Background: an optimization exercise with open tools, aiming at a short achievable clock period and few clock cycles. Do not read the settings as production practice.
Function was checked by simulation only, so behaviour that the tests miss may differ from the original.
The flow treats the clock pin as an ideal source, which a real chip does not have.
Power is estimated from default activity; no workload was simulated.

==> inputs of trial 68 <==
==> flow/design.v <==
module dcache_wt_direct #(
  parameter int ADDR_W     = 16,
  parameter int INDEX_BITS = 6
) (
  input  logic               clk,
  input  logic               reset,
  input  logic [ADDR_W-1:0]  cpu_addr,
  input  logic               cpu_ren,
  input  logic               cpu_wen,
  input  logic [31:0]        cpu_wdata,
  input  logic [3:0]         cpu_bsel,
  output logic [31:0]        cpu_rdata,
  output logic               cpu_stall,
  output logic [ADDR_W-1:0]  mem_addr,
  output logic               mem_ren,
  output logic               mem_wen,
  output logic [31:0]        mem_wdata,
  output logic [3:0]         mem_bsel,
  input  logic [31:0]        mem_rdata,
  input  logic               mem_ready,
  output logic [31:0]        hit_count,
  output logic [31:0]        miss_count
);
  localparam int LINES = 1 << INDEX_BITS;
  localparam int TAG_W = ADDR_W - INDEX_BITS;
  localparam int WQ    = 4;
  logic [LINES-1:0]        valid;
  logic [TAG_W-1:0]        tag_arr  [LINES];
  logic [31:0]             data_arr [LINES];
  logic [ADDR_W-1:0]       wq_addr  [WQ];
  logic [31:0]             wq_data  [WQ];
  logic [3:0]              wq_bsel  [WQ];
  logic [WQ-1:0]           wq_vld;
  logic [WQ-1:0]           wq_lm;      
  logic                    st_pend, f_pend;
  logic [ADDR_W-1:0]       st_addr;
  logic [31:0]             st_data;
  logic [3:0]              st_bsel;
  logic [INDEX_BITS-1:0]   f_idx;
  logic [TAG_W-1:0]        f_tag;
  logic [31:0]             f_data;
  logic                    s_idle;     
  logic                    s_hit;      
  logic                    s_miss;     
  logic                    s_wait;     
  logic [ADDR_W-1:0]       laddr;
  logic [31:0]             l_data;
  logic                    outst;      
  logic                    want_rd;    
  logic                    spec_ok;    
  logic                    full_busy;  
  logic [ADDR_W-1:0]       mem_addr_q;
  logic [INDEX_BITS-1:0]   idx, lidx, sidx;
  logic [TAG_W-1:0]        tag, ltag, stag;
  logic                    is_load, is_store;
  logic                    hit, retry, busfree, pop, spec_rd;
  logic                    st_done, ld_done, lookup, fill;
  logic [LINES-1:0]        st_en;
  logic [WQ-1:0]           match, lm_src, av, alm, push;
  logic                    n_idle, n_miss, n_want;
  logic [ADDR_W-1:0]       n_laddr, n_head;
  assign idx      = cpu_addr[INDEX_BITS-1:0];
  assign tag      = cpu_addr[ADDR_W-1:INDEX_BITS];
  assign lidx     = laddr[INDEX_BITS-1:0];
  assign ltag     = laddr[ADDR_W-1:INDEX_BITS];
  assign is_store = cpu_wen;
  assign is_load  = cpu_ren && !cpu_wen;
  assign hit      = valid[idx] && (tag_arr[idx] == tag);
  assign sidx     = st_addr[INDEX_BITS-1:0];
  assign stag     = st_addr[ADDR_W-1:INDEX_BITS];
  assign retry    = (st_pend && (sidx == idx)) || (f_pend && (f_idx == idx));
  assign lookup   = s_idle && is_load && !retry;
  assign fill     = s_wait && mem_ready;
  always_comb
    for (int i = 0; i < LINES; i++)
      st_en[i] = st_pend && (sidx == i[INDEX_BITS-1:0]) && valid[i] && (tag_arr[i] == stag);
  assign busfree   = !outst || mem_ready;
  assign spec_rd   = spec_ok && is_load;
  assign mem_ren   = busfree && (want_rd || spec_rd);
  assign mem_wen   = busfree && !want_rd && wq_vld[0];
  assign pop       = mem_wen;
  assign mem_addr  = spec_ok ? cpu_addr : mem_addr_q;
  assign mem_wdata = wq_data[0];
  assign mem_bsel  = wq_bsel[0];
  assign cpu_stall = s_miss || (!mem_ready && (s_wait || (cpu_wen && full_busy))) ||
                     (s_idle && cpu_ren && !cpu_wen);
  assign cpu_rdata = s_wait ? mem_rdata : l_data;
  assign st_done = s_idle && is_store && !(full_busy && !mem_ready);
  assign ld_done = s_hit || fill;
  always_comb begin
    for (int k = 0; k < WQ; k++) begin
      match[k]  = wq_vld[k] && (wq_addr[k] == cpu_addr);
      lm_src[k] = lookup ? match[k] : wq_lm[k];
    end
    for (int k = 0; k < WQ; k++) begin
      if (k < WQ - 1) begin
        av[k]  = pop ? wq_vld[k + 1] : wq_vld[k];
        alm[k] = pop ? lm_src[k + 1] : lm_src[k];
      end else begin
        av[k]  = pop ? 1'b0 : wq_vld[k];
        alm[k] = pop ? 1'b0 : lm_src[k];
      end
    end
    for (int k = 0; k < WQ; k++)
      push[k] = st_done && !av[k] && ((k == 0) || av[(k + WQ - 1) % WQ]);
  end
  always_comb begin
    n_miss  = (lookup && !hit && !(spec_rd && busfree)) || (s_miss && !mem_ren);
    n_idle  = (s_idle && !lookup) || ld_done;
    n_want  = n_miss && !(|alm);
    n_laddr = lookup ? cpu_addr : laddr;
    if (push[0])  n_head = cpu_addr;
    else if (pop) n_head = wq_addr[1];
    else          n_head = wq_addr[0];
  end
  always_ff @(posedge clk or posedge reset) begin
    if (reset) begin
      s_idle     <= 1'b1;
      s_hit      <= 1'b0;
      s_miss     <= 1'b0;
      s_wait     <= 1'b0;
      want_rd    <= 1'b0;
      spec_ok    <= 1'b1;
      full_busy  <= 1'b0;
      valid      <= '0;
      wq_vld     <= '0;
      wq_lm      <= '0;
      outst      <= 1'b0;
      st_pend    <= 1'b0;
      f_pend     <= 1'b0;
      hit_count  <= 32'd0;
      miss_count <= 32'd0;
    end else begin
      if (mem_ren || mem_wen) outst <= 1'b1;
      else if (mem_ready)     outst <= 1'b0;
      for (int k = 0; k < WQ; k++) begin
        wq_vld[k] <= av[k] || push[k];
        wq_lm[k]  <= alm[k];
      end
      s_idle    <= n_idle;
      s_hit     <= lookup && hit;
      s_miss    <= n_miss;
      s_wait    <= (lookup && !hit && spec_rd && busfree) ||
                   (s_miss && mem_ren) || (s_wait && !mem_ready);
      want_rd   <= n_want;
      spec_ok   <= n_idle && !(|av) && !(|push);
      full_busy <= n_idle && (av[WQ-1] || push[WQ-1]) && (mem_ren || mem_wen || (outst && !mem_ready));
      st_pend   <= st_done;
      f_pend    <= fill;
      if (f_pend) valid[f_idx] <= 1'b1;
      if (s_hit) hit_count  <= hit_count + 32'd1;
      if (fill)  miss_count <= miss_count + 32'd1;
    end
  end
  always_ff @(posedge clk) begin
    for (int k = 0; k < WQ; k++) begin
      if (push[k]) begin
        wq_addr[k] <= cpu_addr;
        wq_data[k] <= cpu_wdata;
        wq_bsel[k] <= cpu_bsel;
      end else if (pop && (k < WQ - 1)) begin
        wq_addr[k] <= wq_addr[k + 1];
        wq_data[k] <= wq_data[k + 1];
        wq_bsel[k] <= wq_bsel[k + 1];
      end
    end
    mem_addr_q <= n_want ? n_laddr : n_head;
    if (lookup) begin
      laddr  <= cpu_addr;
      l_data <= data_arr[idx];
    end
    if (st_done) begin
      st_addr <= cpu_addr;
      st_data <= cpu_wdata;
      st_bsel <= cpu_bsel;
    end
    if (fill) begin
      f_idx  <= lidx;
      f_tag  <= ltag;
      f_data <= mem_rdata;
    end
    if (f_pend) begin
      tag_arr[f_idx]  <= f_tag;
      data_arr[f_idx] <= f_data;
    end
    for (int i = 0; i < LINES; i++)
      if (st_en[i])
        for (int b = 0; b < 4; b++)
          if (st_bsel[b]) data_arr[i][8*b +: 8] <= st_data[8*b +: 8];
  end
endmodule
==> flow/flow/run.sh <==
#!/bin/bash
# Standard ORFS layout with two changes:
#  - the port buffers are plain buffers (buf_4, resizable) instead of the
#    delay cell buffer_ports picks by default;
#  - after CTS, an extra setup repair pass (without the footprint restriction,
#    over all endpoints) before global routing.
set -euo pipefail
export BUFFER_PORTS_ARGS="-buffer_cell sky130_fd_sc_hd__buf_4"
bash standard.sh cts > standard_cts.log 2>&1
openroad -no_init -exit flow/extra_repair.tcl > extra_repair.log 2>&1
bash standard.sh > standard_finish.log 2>&1
==> flow/flow/extra_repair.tcl <==
# Extra setup repair on the CTS result, then legalize and write it back.
set res orfs/results/$::env(FLOW_PLATFORM)/dcache_wt_direct/base
set plat $::env(FLOW_HOME)/platforms/$::env(FLOW_PLATFORM)
read_liberty $plat/lib/sky130_fd_sc_hd__tt_025C_1v80.lib
read_db $res/4_cts.odb
read_sdc $res/4_cts.sdc
source $plat/setRC.tcl
set_dont_use [list sky130_fd_sc_hd__probe_p_8 sky130_fd_sc_hd__probec_p_8 sky130_fd_sc_hd__lpflow_*]
set_propagated_clock [all_clocks]
estimate_parasitics -placement
report_worst_slack
repair_timing -setup -setup_margin 3.6 -repair_tns 100 -verbose
detailed_placement
check_placement -verbose
estimate_parasitics -placement
report_worst_slack
report_check_types -max_slew -max_capacitance -violators
write_db $res/4_cts.odb
==> flow/standard.sh <==
#!/bin/bash
# synth_recipe.tcl (not shown) runs the flow's synth.tcl, then flattens the netlist and writes it again
# the make line also repeats each setting of config.mk as NAME=value (left out here)
make -C /OpenROAD-flow-scripts/flow DESIGN_CONFIG=/design/flow/config.mk WORK_HOME=/design/flow/orfs CLKGATE_MAP_FILE= SYNTH_SCRIPT=/design/flow/synth_recipe.tcl "${@:-finish}"
==> flow/config.mk <==
export PLATFORM = sky130hd
export DESIGN_NAME = dcache_wt_direct
export DESIGN_NICKNAME = dcache_wt_direct
export VERILOG_FILES = /design/flow/design.v
export SDC_FILE = /design/flow/constraint.sdc
export NUM_CORES = 4
export LEC_CHECK = 0
export ABC_CLOCK_PERIOD_IN_PS = 2500
export CAP_MARGIN = 20
export CORE_MARGIN = 2
export CORE_UTILIZATION = 45
export SETUP_SLACK_MARGIN = 3
export SLEW_MARGIN = 20
export TNS_END_PERCENT = 10
==> flow/constraint.sdc <==
create_clock -name core_clock -period 7.0 [get_ports {clk}]
set_input_delay 1.4000 -clock core_clock [delete_from_list [all_inputs] [get_ports {clk}]]
set_output_delay 1.4000 -clock core_clock [all_outputs]
set_load 0.01 [all_outputs]
==> build 65 (differences from trial 68) <==
==> flow/design.v, changed modules only <==
module dcache_wt_direct #(
  parameter int ADDR_W     = 16,
  parameter int INDEX_BITS = 6
) (
  input  logic               clk,
  input  logic               reset,
  input  logic [ADDR_W-1:0]  cpu_addr,
  input  logic               cpu_ren,
  input  logic               cpu_wen,
  input  logic [31:0]        cpu_wdata,
  input  logic [3:0]         cpu_bsel,
  output logic [31:0]        cpu_rdata,
  output logic               cpu_stall,
  output logic [ADDR_W-1:0]  mem_addr,
  output logic               mem_ren,
  output logic               mem_wen,
  output logic [31:0]        mem_wdata,
  output logic [3:0]         mem_bsel,
  input  logic [31:0]        mem_rdata,
  input  logic               mem_ready,
  output logic [31:0]        hit_count,
  output logic [31:0]        miss_count
);
  localparam int LINES = 1 << INDEX_BITS;
  localparam int TAG_W = ADDR_W - INDEX_BITS;
  localparam int WQ    = 4;
  logic [LINES-1:0]        valid;
  logic [TAG_W-1:0]        tag_arr  [LINES];
  logic [31:0]             data_arr [LINES];
  logic [ADDR_W-1:0]       wq_addr  [WQ];
  logic [31:0]             wq_data  [WQ];
  logic [3:0]              wq_bsel  [WQ];
  logic [WQ-1:0]           wq_vld;
  logic [WQ-1:0]           wq_lm;      
  logic                    s_idle;     
  logic                    s_hit;      
  logic                    s_miss;     
  logic                    s_wait;     
  logic [ADDR_W-1:0]       laddr;
  logic [31:0]             l_data;
  logic                    outst;      
  logic                    want_rd;    
  logic                    spec_ok;    
  logic                    full_busy;  
  logic [ADDR_W-1:0]       mem_addr_q;
  logic [INDEX_BITS-1:0]   idx, lidx;
  logic [TAG_W-1:0]        tag, ltag;
  logic                    is_load, is_store;
  logic                    hit, busfree, pop, spec_rd;
  logic                    st_done, ld_done, lookup, fill;
  logic [LINES-1:0]        st_en;
  logic [WQ-1:0]           match, lm_src, av, alm, push;
  logic                    n_idle, n_miss, n_want;
  logic [ADDR_W-1:0]       n_laddr, n_head;
  assign idx      = cpu_addr[INDEX_BITS-1:0];
  assign tag      = cpu_addr[ADDR_W-1:INDEX_BITS];
  assign lidx     = laddr[INDEX_BITS-1:0];
  assign ltag     = laddr[ADDR_W-1:INDEX_BITS];
  assign is_store = cpu_wen;
  assign is_load  = cpu_ren && !cpu_wen;
  assign hit      = valid[idx] && (tag_arr[idx] == tag);
  assign lookup   = s_idle && is_load;
  assign fill     = s_wait && mem_ready;
  always_comb
    for (int i = 0; i < LINES; i++)
      st_en[i] = st_done && (idx == i[INDEX_BITS-1:0]) && valid[i] && (tag_arr[i] == tag);
  assign busfree   = !outst || mem_ready;
  assign spec_rd   = spec_ok && is_load;
  assign mem_ren   = busfree && (want_rd || spec_rd);
  assign mem_wen   = busfree && !want_rd && wq_vld[0];
  assign pop       = mem_wen;
  assign mem_addr  = spec_ok ? cpu_addr : mem_addr_q;
  assign mem_wdata = wq_data[0];
  assign mem_bsel  = wq_bsel[0];
  assign cpu_stall = s_miss || (!mem_ready && (s_wait || (cpu_wen && full_busy))) ||
                     (s_idle && cpu_ren && !cpu_wen);
  assign cpu_rdata = s_wait ? mem_rdata : l_data;
  assign st_done = s_idle && is_store && !(full_busy && !mem_ready);
  assign ld_done = s_hit || fill;
  always_comb begin
    for (int k = 0; k < WQ; k++) begin
      match[k]  = wq_vld[k] && (wq_addr[k] == cpu_addr);
      lm_src[k] = lookup ? match[k] : wq_lm[k];
    end
    for (int k = 0; k < WQ; k++) begin
      if (k < WQ - 1) begin
        av[k]  = pop ? wq_vld[k + 1] : wq_vld[k];
        alm[k] = pop ? lm_src[k + 1] : lm_src[k];
      end else begin
        av[k]  = pop ? 1'b0 : wq_vld[k];
        alm[k] = pop ? 1'b0 : lm_src[k];
      end
    end
    for (int k = 0; k < WQ; k++)
      push[k] = st_done && !av[k] && ((k == 0) || av[(k + WQ - 1) % WQ]);
  end
  always_comb begin
    n_miss  = (lookup && !hit && !(spec_rd && busfree)) || (s_miss && !mem_ren);
    n_idle  = (s_idle && !lookup) || ld_done;
    n_want  = n_miss && !(|alm);
    n_laddr = lookup ? cpu_addr : laddr;
    if (push[0])  n_head = cpu_addr;
    else if (pop) n_head = wq_addr[1];
    else          n_head = wq_addr[0];
  end
  always_ff @(posedge clk or posedge reset) begin
    if (reset) begin
      s_idle     <= 1'b1;
      s_hit      <= 1'b0;
      s_miss     <= 1'b0;
      s_wait     <= 1'b0;
      want_rd    <= 1'b0;
      spec_ok    <= 1'b1;
      full_busy  <= 1'b0;
      valid      <= '0;
      wq_vld     <= '0;
      wq_lm      <= '0;
      outst      <= 1'b0;
      hit_count  <= 32'd0;
      miss_count <= 32'd0;
    end else begin
      if (mem_ren || mem_wen) outst <= 1'b1;
      else if (mem_ready)     outst <= 1'b0;
      for (int k = 0; k < WQ; k++) begin
        wq_vld[k] <= av[k] || push[k];
        wq_lm[k]  <= alm[k];
      end
      s_idle    <= n_idle;
      s_hit     <= lookup && hit;
      s_miss    <= n_miss;
      s_wait    <= (lookup && !hit && spec_rd && busfree) ||
                   (s_miss && mem_ren) || (s_wait && !mem_ready);
      want_rd   <= n_want;
      spec_ok   <= n_idle && !(|av) && !(|push);
      full_busy <= n_idle && (av[WQ-1] || push[WQ-1]) && (mem_ren || mem_wen || (outst && !mem_ready));
      if (fill) valid[lidx] <= 1'b1;
      if (s_hit) hit_count  <= hit_count + 32'd1;
      if (fill)  miss_count <= miss_count + 32'd1;
    end
  end
  always_ff @(posedge clk) begin
    for (int k = 0; k < WQ; k++) begin
      if (push[k]) begin
        wq_addr[k] <= cpu_addr;
        wq_data[k] <= cpu_wdata;
        wq_bsel[k] <= cpu_bsel;
      end else if (pop && (k < WQ - 1)) begin
        wq_addr[k] <= wq_addr[k + 1];
        wq_data[k] <= wq_data[k + 1];
        wq_bsel[k] <= wq_bsel[k + 1];
      end
    end
    mem_addr_q <= n_want ? n_laddr : n_head;
    if (lookup) begin
      laddr  <= cpu_addr;
      l_data <= data_arr[idx];
    end
    if (fill) begin
      tag_arr[lidx]  <= ltag;
      data_arr[lidx] <= mem_rdata;
    end
    for (int i = 0; i < LINES; i++)
      if (st_en[i])
        for (int b = 0; b < 4; b++)
          if (cpu_bsel[b]) data_arr[i][8*b +: 8] <= cpu_wdata[8*b +: 8];
  end
endmodule
==> flow/flow/run.sh (replaced) <==
#!/bin/bash
# Standard ORFS layout, except that the port buffers are plain buffers
# (buf_4, resizable) instead of the delay cell buffer_ports picks by default.
export BUFFER_PORTS_ARGS="-buffer_cell sky130_fd_sc_hd__buf_4"
bash standard.sh > standard.log 2>&1
removed: flow/flow/extra_repair.tcl
==> comparison <==
- Of build 65 and trial 68, trial 68 has the higher die area (gap 1.2%, measured against trial 68).
- In build 65 the synthesized cell count is higher than in trial 68, by 1.8%.
- Between build 65 and trial 68, the lower non-clock buffer count is in build 65 (gap 147).
- Final cell count is about the same in build 65 and trial 68.
- Synthesized area: build 65 is smaller than trial 68 (1.2%).
- In trial 68 the via count is lower than in build 65, by about 2%.
- Power is about the same in build 65 and trial 68.
- Clock power: trial 68 is larger than build 65 (about 5%).
==> figures <==
Share of final-layout standard cells stronger than drive strength 1: trial 68 45.8%; build 65 41.5%
Highest clock rate: trial 68 253 MHz; build 65 228 MHz
Worst slew pin tran: trial 68 1280 ps; build 65 1380 ps
Result of the run: trial 68 complete, no violations; build 65 complete, no violations
Type of the setup path with the least slack: trial 68 input port to register; build 65 register to register
Shortest clock period the worst path allows after layout: trial 68 3960 ps; build 65 4390 ps
Count of buffering cells on the critical path with inverters included: trial 68 5; build 65 1
Routed length per instance: trial 68 38.5 um; build 65 39.5 um
R2r endpoint: trial 68 mem_addr_q[7]$_DFF_P_; build 65 data_arr[61][5]$_DFFE_PP_
Die outline height: trial 68 598 um; build 65 594 um
CLK BUF: trial 68 450; build 65 433
Global-route wire length before repair: trial 68 792000 um; build 65 804000 um
Switching pwr: trial 68 8990 uW; build 65 9570 uW
Number of synthesized flops with an enable pin: trial 68 3012; build 65 2912
Number of fill cells in the layout: trial 68 28662; build 65 28788
Average size of a mapped cell: trial 68 16.2 um^2; build 65 15.8 um^2
Seq_cells: trial 68 3206; build 65 3104
Detailed-route wire length on metal 1: trial 68 216000 um; build 65 221000 um
Testbench counts of trial 68, summed over its fixed seeds: cycles 63,513.
Testbench counts of build 65, summed over its fixed seeds: cycles 63,298.

-- afterwards: timing with drivers on the ports --
In the flow no input, the clock included, has a driving cell. The finished layouts below were timed again as built, in two steps.
Step 1 assumes that a clkbuf_16 drives the clock port and a buf_2 every other input.
Step 2 moves the port delays by t, midway between the first and last clock arrival at a register: inputs arrive t later, outputs are due t later. That takes back most of the time a late clock gives input paths.
Slacks: ideal ports / drivers / drivers and shift; pairs: ideal ports / drivers.
| run | t (ns) | setup slack, ns | worst data-port slew with drivers (ns) |
|---|---|---|---|
| trial 68 | 1.067 | 3.042 / 2.773 / 1.706 | 0.50 |
| build 65 | 1.062 | 2.610 / 2.605 / 1.543 | 0.23 |
After both steps every run listed still meets setup and hold. For trial 68, which loses most, drivers alone change the setup slack by -0.269 ns; drivers and shift together by -1.336 ns.
